This is an optimization exercise on Yosys and OpenROAD, whose aim is small area and a short achievable clock period, not a production implementation. At most, simulation tests tie the RTL to the original design; equivalence was not proved. Power is estimated from default activity; no workload was simulated.

==> flow/design.v <==
package pic_pkg;
  localparam logic [24:0] PRIO_HI  = 25'(32'hf00c_0000 >> 7);
  localparam logic [24:0] EN_HI    = 25'(32'hf00c_2000 >> 7);
  localparam logic [24:0] GW_HI    = 25'(32'hf00c_4000 >> 7);
  localparam logic [24:0] CLR_HI   = 25'(32'hf00c_5000 >> 7);
  localparam logic [25:0] PEND_HI  = 26'(32'hf00c_1000 >> 6);
  localparam logic [31:0] PICCFG   = 32'hf00c_3000;
endpackage
module pic_ctrl
(
  input  logic        clk,
  input  logic        rst,
  input  logic [31:0] extintsrc_req,
  input  logic        picm_rden,
  input  logic        picm_wren,
  input  logic [31:0] picm_rdaddr,
  input  logic [31:0] picm_wraddr,
  input  logic [31:0] picm_wr_data,
  input  logic [3:0]  meipt,
  input  logic [3:0]  meicurpl,
  output logic [31:0] picm_rd_data,
  output logic [7:0]  claimid,
  output logic [3:0]  pl,
  output logic        mexintpend,
  output logic        mhwakeup
);
  logic        wk_prio, wk_en, wk_gw, wk_clr, wk_pc;
  logic [3:0]  wlo;    
  logic [7:0]  whi;    
  logic [3:0]  wd;
  logic        cfg_rst;
  logic        priord;
  logic [3:0]  q      [32];
  logic [31:0] en, pol, typ;
  logic [31:0] s1, edgep;
  logic [31:0] cand;
  logic [1:0]  hmax;
  logic [31:0] rd_q;
  logic [4:0]  id_q;
  logic [3:0]  pl_q;
  logic        pend_q, wake_q;
  logic [31:0] wsel;
  logic [3:0]  wq;
  logic        wd0, wd1;
  logic        priord_n, flip;
  logic [3:0]  q_n    [32];
  logic [31:0] en_n, pol_n, typ_n, clr, edge_n, pend_n, elig_n;
  always_comb begin
    for (int n = 0; n < 32; n++) wsel[n] = wlo[n % 4] & whi[n / 4];
  end
  assign wq  = wd ^ {4{priord & ~cfg_rst}};
  assign wd0 = wd[0];
  assign wd1 = wd[1];
  assign priord_n = wk_pc ? wd0 : priord;
  assign flip     = wk_pc & (wd[0] ^ priord);
  always_comb begin
    q_n[0] = '0;
    en_n[0] = 1'b0; pol_n[0] = 1'b0; typ_n[0] = 1'b0; clr[0] = 1'b0;
    for (int n = 1; n < 32; n++) begin
      q_n[n]   = (wk_prio & wsel[n]) ? wq : (q[n] ^ {4{flip}});
      en_n[n]  = (wk_en & wsel[n]) ? wd0 : en[n];
      pol_n[n] = (wk_gw & wsel[n]) ? wd0 : pol[n];
      typ_n[n] = (wk_gw & wsel[n]) ? wd1 : typ[n];
      clr[n]   = wk_clr & wsel[n];
    end
  end
  logic [31:0] edge_w;
  assign edge_w = (s1 ^ pol) | (edgep & ~clr);
  assign edge_n = edge_w & {32{~cfg_rst}};
  assign pend_n = (s1 ^ pol_n) | (edge_w & typ_n);
  assign elig_n = pend_n & en_n;
  logic wvalid;
  assign wvalid = picm_wren & ~rst;
  logic [31:0] rdec;
  logic [3:0]  rq;
  logic        ren, rpol, rtyp;
  logic        rvalid, h_prio, h_en, h_gw, h_pc, h_pend;
  logic [31:0] rsel, rd_n;
  logic        bypass;
  always_comb begin
    for (int n = 0; n < 32; n++) rdec[n] = (picm_rdaddr[6:2] == 5'(n));
  end
  always_comb begin
    rq   = {4{priord_n & rdec[0]}};   
    ren  = 1'b0;
    rpol = 1'b0;
    rtyp = 1'b0;
    for (int n = 1; n < 32; n++) begin
      rq   = rq   | (q_n[n] & {4{rdec[n]}});
      ren  = ren  | (en_n[n] & rdec[n]);
      rpol = rpol | (pol_n[n] & rdec[n]);
      rtyp = rtyp | (typ_n[n] & rdec[n]);
    end
  end
  assign rvalid = picm_rden & ~rst;
  assign h_prio = rvalid & (picm_rdaddr[31:7] == pic_pkg::PRIO_HI);
  assign h_en   = rvalid & (picm_rdaddr[31:7] == pic_pkg::EN_HI);
  assign h_gw   = rvalid & (picm_rdaddr[31:7] == pic_pkg::GW_HI);
  assign h_pc   = rvalid & (picm_rdaddr == pic_pkg::PICCFG);
  assign h_pend = rvalid & ~cfg_rst & (picm_rdaddr[31:6] == pic_pkg::PEND_HI) & (picm_rdaddr[5:2] == 4'd0);
  assign rsel = ({32{h_pend}} & pend_n)
              | {28'b0, {4{h_prio}} & (rq ^ {4{priord_n}})}
              | {31'b0, h_en & ren}
              | {30'b0, h_gw & rtyp, h_gw & rpol}
              | {31'b0, h_pc & priord_n};
  assign bypass = rvalid && picm_wren && (picm_rdaddr == picm_wraddr);
  assign rd_n   = bypass ? picm_wr_data : rsel;
  logic [31:0] xh3, xh2, c, cand_n;
  logic        A3, A2, A1;
  logic [1:0]  hmax_n;
  always_comb begin
    for (int n = 0; n < 32; n++) begin
      xh3[n] = elig_n[n] & q_n[n][3];
      xh2[n] = elig_n[n] & q_n[n][2];
    end
  end
  assign A3 = |(xh3 & xh2);
  assign A2 = |xh3;
  assign A1 = A2 | (|xh2);
  always_comb begin
    for (int n = 0; n < 32; n++)
      c[n] = ((xh3[n] & xh2[n]) | ~A3) & (xh3[n] | ~A2) & (xh3[n] | xh2[n] | ~A1);
  end
  assign cand_n = c & elig_n;
  assign hmax_n = {A2, A3 | (A1 & ~A2)};
  logic [31:0] xl1, xl0, d;
  logic        B3, B2, B1, any;
  logic [3:0]  win_prio;
  logic [4:0]  win_id, enc_id;
  always_comb begin
    for (int n = 0; n < 32; n++) begin
      xl1[n] = cand[n] & q[n][1];
      xl0[n] = cand[n] & q[n][0];
    end
  end
  assign B3 = |(xl1 & xl0);
  assign B2 = |xl1;
  assign B1 = B2 | (|xl0);
  always_comb begin
    for (int n = 0; n < 32; n++)
      d[n] = cand[n] & ((xl1[n] & xl0[n]) | ~B3) & (xl1[n] | ~B2) & (xl1[n] | xl0[n] | ~B1);
  end
  logic [15:0] o1; logic [7:0] o2; logic [3:0] o3; logic [1:0] o4;
  logic [15:0] i1; logic [7:0][1:0] i2; logic [3:0][2:0] i3; logic [1:0][3:0] i4;
  always_comb begin
    for (int k = 0; k < 16; k++) begin o1[k] = d[2*k] | d[2*k+1]; i1[k] = ~d[2*k]; end
    for (int k = 0; k < 8; k++) begin o2[k] = o1[2*k] | o1[2*k+1]; i2[k] = o1[2*k] ? {1'b0, i1[2*k]} : {1'b1, i1[2*k+1]}; end
    for (int k = 0; k < 4; k++) begin o3[k] = o2[2*k] | o2[2*k+1]; i3[k] = o2[2*k] ? {1'b0, i2[2*k]} : {1'b1, i2[2*k+1]}; end
    for (int k = 0; k < 2; k++) begin o4[k] = o3[2*k] | o3[2*k+1]; i4[k] = o3[2*k] ? {1'b0, i3[2*k]} : {1'b1, i3[2*k+1]}; end
    enc_id = o4[0] ? {1'b0, i4[0]} : {1'b1, i4[1]};
  end
  assign win_prio = {hmax, B2, B3 | (B1 & ~B2)};
  assign any      = hmax[1] | hmax[0] | B1;
  assign win_id   = any ? enc_id : 5'd0;
  logic       pord;
  logic [3:0] ipt_eff, curpl_eff;
  assign pord      = priord & ~cfg_rst;
  assign ipt_eff   = meipt ^ {4{pord}};
  assign curpl_eff = meicurpl ^ {4{pord}};
  always_ff @(posedge clk) begin
    cfg_rst <= rst;
    for (int k = 0; k < 4; k++) wlo[k] <= rst | (picm_wraddr[3:2] == 2'(k));
    for (int k = 0; k < 8; k++) whi[k] <= rst | (picm_wraddr[6:4] == 3'(k));
    wd      <= picm_wr_data[3:0] & {4{~rst}};
    wk_prio <= rst | (wvalid & (picm_wraddr[31:7] == pic_pkg::PRIO_HI));
    wk_en   <= rst | (wvalid & (picm_wraddr[31:7] == pic_pkg::EN_HI));
    wk_gw   <= rst | (wvalid & (picm_wraddr[31:7] == pic_pkg::GW_HI));
    wk_clr  <= wvalid & (picm_wraddr[31:7] == pic_pkg::CLR_HI);
    wk_pc   <= rst | (wvalid & (picm_wraddr == pic_pkg::PICCFG));
    priord <= priord_n;
    for (int n = 0; n < 32; n++) q[n] <= q_n[n];
    en     <= en_n;
    pol    <= pol_n;
    typ    <= typ_n;
    edgep  <= edge_n;
    s1     <= {extintsrc_req[31:1], 1'b0};
    cand   <= cand_n;
    hmax   <= hmax_n;
    rd_q   <= rd_n;
  end
  always_ff @(posedge clk) begin
    if (rst | cfg_rst) begin
      id_q   <= '0;
      pl_q   <= '0;
      pend_q <= 1'b0;
      wake_q <= 1'b0;
    end else begin
      id_q   <= win_id;
      pl_q   <= win_prio ^ {4{pord}};
      pend_q <= (win_prio > ipt_eff) && (win_prio > curpl_eff);
      wake_q <= (win_prio == 4'd15);
    end
  end
  assign picm_rd_data = rd_q;
  assign claimid      = {3'b0, id_q};
  assign pl           = pl_q;
  assign mexintpend   = pend_q;
  assign mhwakeup     = wake_q;
endmodule
export LEC_CHECK = 0
export ABC_AREA = 1
export CAP_MARGIN = 20
export CORE_MARGIN = 2
export CORE_UTILIZATION = 60
export SETUP_SLACK_MARGIN = 5
export SLEW_MARGIN = 20
export TNS_END_PERCENT = 5
create_clock -name core_clock -period 8.5 [get_ports {clk}]
standard.sh (not shown) runs the stock make flow with config.mk's settings and CLKGATE_MAP_FILE= SYNTH_SCRIPT=/design/flow/synth_recipe.tcl, a recipe that flattens the netlist after the stock synthesis.
==> flow/flow/run.sh <==
#!/bin/bash
# Own layout flow: the standard ORFS flow (standard synthesis), with the smallest buffer on
# the ports instead of the delay cell the resizer picks. Every tool's output goes to a log here.
set -euo pipefail
W=$(pwd)
# The flow settings of config.mk also go on make's command line, as in standard.sh.
KNOBS=()
while read -r kw k eq v; do
  case "$k" in
    PLATFORM|DESIGN_NAME|DESIGN_NICKNAME|VERILOG_FILES|SDC_FILE|NUM_CORES|LEC_CHECK) ;;
    *) [[ "$kw" == export && "$eq" == "=" ]] && KNOBS+=("$k=$v") ;;
  esac
done < "$W/config.mk"
echo "knobs: ${KNOBS[*]}" > "$W/knobs.log"
make -C "$FLOW_HOME" DESIGN_CONFIG="$W/config.mk" WORK_HOME="$W/orfs" CLKGATE_MAP_FILE= \
  SYNTH_SCRIPT="$W/synth_recipe.tcl" \
  BUFFER_PORTS_ARGS="-buffer_cell sky130_fd_sc_hd__buf_1" \
  "${KNOBS[@]}" finish > "$W/make.log" 2>&1
R="$W/orfs/results/$FLOW_PLATFORM/pic_ctrl/base"
: # left out here: write the final layout as DEF
Rerun with:
Settings changed: CORE_UTILIZATION 60 to 50.
Result:
- The changed run finished clean
- via count drops slightly
- wire length goes up by a few percent
- hold slack degrades by 0.0087 ns
- final cell count climbs slightly
- fmax fell slightly
- setup slack gets worse by 0.059 ns
- global-route usage went down by 5.8 points
- non-clock buffer count falls by 4
- design area is higher slightly
Rerun with:
Settings changed: CORE_UTILIZATION 50 to 60, CTS_CLUSTER_DIAMETER from default to 80, CTS_CLUSTER_SIZE from default to 24, TNS_END_PERCENT 5 to 15.
Outcome: First-iteration DRC count rose by about a fifth; utilization came out higher by 8.6 points; worst hold slack improved by 0.012 ns; global-route usage went up by 5.2 points; sequential cell count is unchanged; cell count came out lower by a few percent; area after synthesis stays the same.
Rerun with:
Settings changed: CORE_UTILIZATION 60 to 50, CTS_BUF_LIST from default to sky130_fd_sc_hd__clkbuf_4 sky130_fd_sc_hd__clkbuf_8, CTS_CLUSTER_DIAMETER 80 to default, CTS_CLUSTER_SIZE 24 to 30, TNS_END_PERCENT 15 to 5.
After rerunning: The new run produced a clean layout; sequential power hardly moves; die area came out higher by about a fifth; global-route usage fell by 5.2 points; power is higher by roughly a tenth.
Rerun with:
Settings changed: CORE_UTILIZATION 50 to 60, CTS_BUF_LIST sky130_fd_sc_hd__clkbuf_4 sky130_fd_sc_hd__clkbuf_8 to default, CTS_CLUSTER_DIAMETER from default to 80, CTS_CLUSTER_SIZE 30 to 24.
What happened: The changed run ran to the end with no violations; wire length is lower by a few percent; via count is higher slightly; design area is lower by a few percent; non-clock buffer count is higher by 6; worst hold slack gets better by 0.010 ns; total power is lower by a little under a tenth; maximum frequency is higher by a few percent; core utilization is higher by 9.5 points; synthesized cell count is unchanged.


pic_ctrl, a different RTL version from the one above (not shown whole).
For scale: ~370 flip-flops, ~190 I/O pins, ~21,000 um2 of cells after synthesis.
export LEC_CHECK = 0
export ABC_AREA = 1
export CAP_MARGIN = 20
export CORE_MARGIN = 2
export CORE_UTILIZATION = 50
export SETUP_SLACK_MARGIN = 5
export SLEW_MARGIN = 20
export TNS_END_PERCENT = 5
create_clock -name core_clock -period 8.5 [get_ports {clk}]
run.sh (not shown) runs the stock make flow with config.mk's settings and CLKGATE_MAP_FILE= SYNTH_SCRIPT=/design/flow/synth_recipe.tcl, a recipe that flattens the netlist after the stock synthesis.
Stock flow here: none of the scripts above is used.
The baseline went through all stages and came out clean.
Edit:
==> flow/flow/run.sh (new file) <==
#!/bin/bash
# Own layout flow: the standard ORFS flow, with a different ABC mapping script for the
# combinational logic and the smallest buffer on the ports. Every tool's output goes to a log here.
set -euo pipefail
W=$(pwd)
rm -rf "$W/scripts_local"
mkdir -p "$W/scripts_local"
cp -r "$FLOW_HOME/scripts/." "$W/scripts_local/"
cp "$W/flow/abc_area.script" "$W/scripts_local/abc_area.script"
make -C "$FLOW_HOME" DESIGN_CONFIG="$W/config.mk" WORK_HOME="$W/orfs" CLKGATE_MAP_FILE= \
  SYNTH_SCRIPT="$W/synth_recipe.tcl" SCRIPTS_DIR="$W/scripts_local" \
  BUFFER_PORTS_ARGS="-buffer_cell sky130_fd_sc_hd__buf_1" \
  finish > "$W/make.log" 2>&1
R="$W/orfs/results/$FLOW_PLATFORM/pic_ctrl/base"
: # left out here: write the final layout as DEF
==> flow/flow/abc_area.script (new file) <==
strash; dc2; strash; &get -n; &dch -f; &nf -R 1000; &put; topo
==> flow/standard.sh (new file) <==
#!/bin/bash
# synth_recipe.tcl (not shown) runs the flow's synth.tcl, then flattens the netlist and writes it again
# the make line also repeats each setting of config.mk as NAME=value (left out here)
make -C /OpenROAD-flow-scripts/flow DESIGN_CONFIG=/design/flow/config.mk WORK_HOME=/design/flow/orfs CLKGATE_MAP_FILE= SYNTH_SCRIPT=/design/flow/synth_recipe.tcl "${@:-finish}"
removed: flow/run.sh
Cell count drops by 24%. Routed wire length drops by 7.7%. Power drops by 29%. Area after synthesis drops by 13%. Clock power is about the same. Design area drops by 17%. Core utilization drops by 3.2 points. Die area drops by 12%.
No run of this note included a check of the RTL's function; only the layout flow was run.


Setup of the baseline:
Another version of the RTL of pic_ctrl (not shown whole).
Size in the first run: ~370 flip-flops, about 190 I/O pins.
export LEC_CHECK = 0
export ABC_AREA = 1
export CAP_MARGIN = 20
export CORE_MARGIN = 2
export CORE_UTILIZATION = 50
export SETUP_SLACK_MARGIN = 5
export SLEW_MARGIN = 20
export TNS_END_PERCENT = 5
create_clock -name core_clock -period 8.5 [get_ports {clk}]
Stock flow here: none of the scripts above is used.
Inputs modified between the baseline and the candidate:
==> flow/flow/run.sh (new file) <==
#!/bin/bash
# Own layout flow: the standard ORFS flow, with a different ABC mapping script for the
# combinational logic and the smallest buffer on the ports. Every tool's output goes to a log here.
set -euo pipefail
W=$(pwd)
rm -rf "$W/scripts_local"
mkdir -p "$W/scripts_local"
cp -r "$FLOW_HOME/scripts/." "$W/scripts_local/"
cp "$W/flow/abc_area.script" "$W/scripts_local/abc_area.script"
make -C "$FLOW_HOME" DESIGN_CONFIG="$W/config.mk" WORK_HOME="$W/orfs" CLKGATE_MAP_FILE= \
  SYNTH_SCRIPT="$W/synth_recipe.tcl" SCRIPTS_DIR="$W/scripts_local" \
  BUFFER_PORTS_ARGS="-buffer_cell sky130_fd_sc_hd__buf_1" \
  finish > "$W/make.log" 2>&1
R="$W/orfs/results/$FLOW_PLATFORM/pic_ctrl/base"
: # left out here: write the final layout as DEF
==> flow/flow/abc_area.script (new file) <==
strash; dc2; strash; &get -n; &dch -f; &nf -R 1000; &put; topo
==> flow/standard.sh (new file) <==
#!/bin/bash
# synth_recipe.tcl (not shown) runs the flow's synth.tcl, then flattens the netlist and writes it again
# the make line also repeats each setting of config.mk as NAME=value (left out here)
make -C /OpenROAD-flow-scripts/flow DESIGN_CONFIG=/design/flow/config.mk WORK_HOME=/design/flow/orfs CLKGATE_MAP_FILE= SYNTH_SCRIPT=/design/flow/synth_recipe.tcl "${@:-finish}"
removed: flow/run.sh
Notes after the runs:
- Diff the candidate and the baseline: post-synthesis simple-gate area fraction higher in the baseline
- In the reports for the candidate and the baseline, the larger relative contribution of combinational cells to total power belongs to the baseline.
- Cell area | the candidate vs the baseline | the candidate smaller
- Post-synthesis sequential area ratio was higher in the run labelled the candidate.
No run of this note included a check of the RTL's function; only the layout flow was run.

## static timing again, ports no longer ideal
How much do the figures lean on ideal ports? The routed layouts below were timed once more, with nothing changed but the port constraints. Step 1 sets driving cells, clkbuf_16 on the clock port and buf_2 on the other inputs (assumed; they add their load-dependent delay and slew). Step 2 moves the port delays by t, midway between the first and last clock arrival at a register: inputs arrive t later, outputs are due t later. That takes back most of the time a late clock gives input paths. Slacks: ideal / step 1 / step 2; pairs: ideal / step 1.
run	shift t [ns]	setup WS [ns]	hold slack, ns
the first run of note 1	0.604	5.005 / 5.039 / 4.435	0.493 / 0.493 / 0.493
the second run of note 1	0.646	4.946 / 4.981 / 4.335	0.485 / 0.485 / 0.485
the third run of note 1	0.615	5.009 / 5.042 / 4.426	0.496 / 0.496 / 0.496
the fourth run of note 1	0.682	4.891 / 4.927 / 4.244	0.486 / 0.486 / 0.486
the fifth run of note 1	0.615	5.009 / 5.042 / 4.426	0.496 / 0.496 / 0.496
the first run of note 2	0.625	4.843 / 4.669 / 4.043	0.469 / 0.469 / 0.469
the second run of note 2	0.641	3.960 / 3.960 / 3.516	0.478 / 0.478 / 0.478
the baseline	0.629	4.913 / 4.913 / 4.348	0.468 / 0.468 / 0.468
the candidate	0.611	4.368 / 4.378 / 3.767	0.474 / 0.474 / 0.474
After both steps every run listed still meets setup and hold. The setup slack of the first run of note 2, which loses most, moves by -0.174 ns with the drivers and by -0.800 ns with both steps.
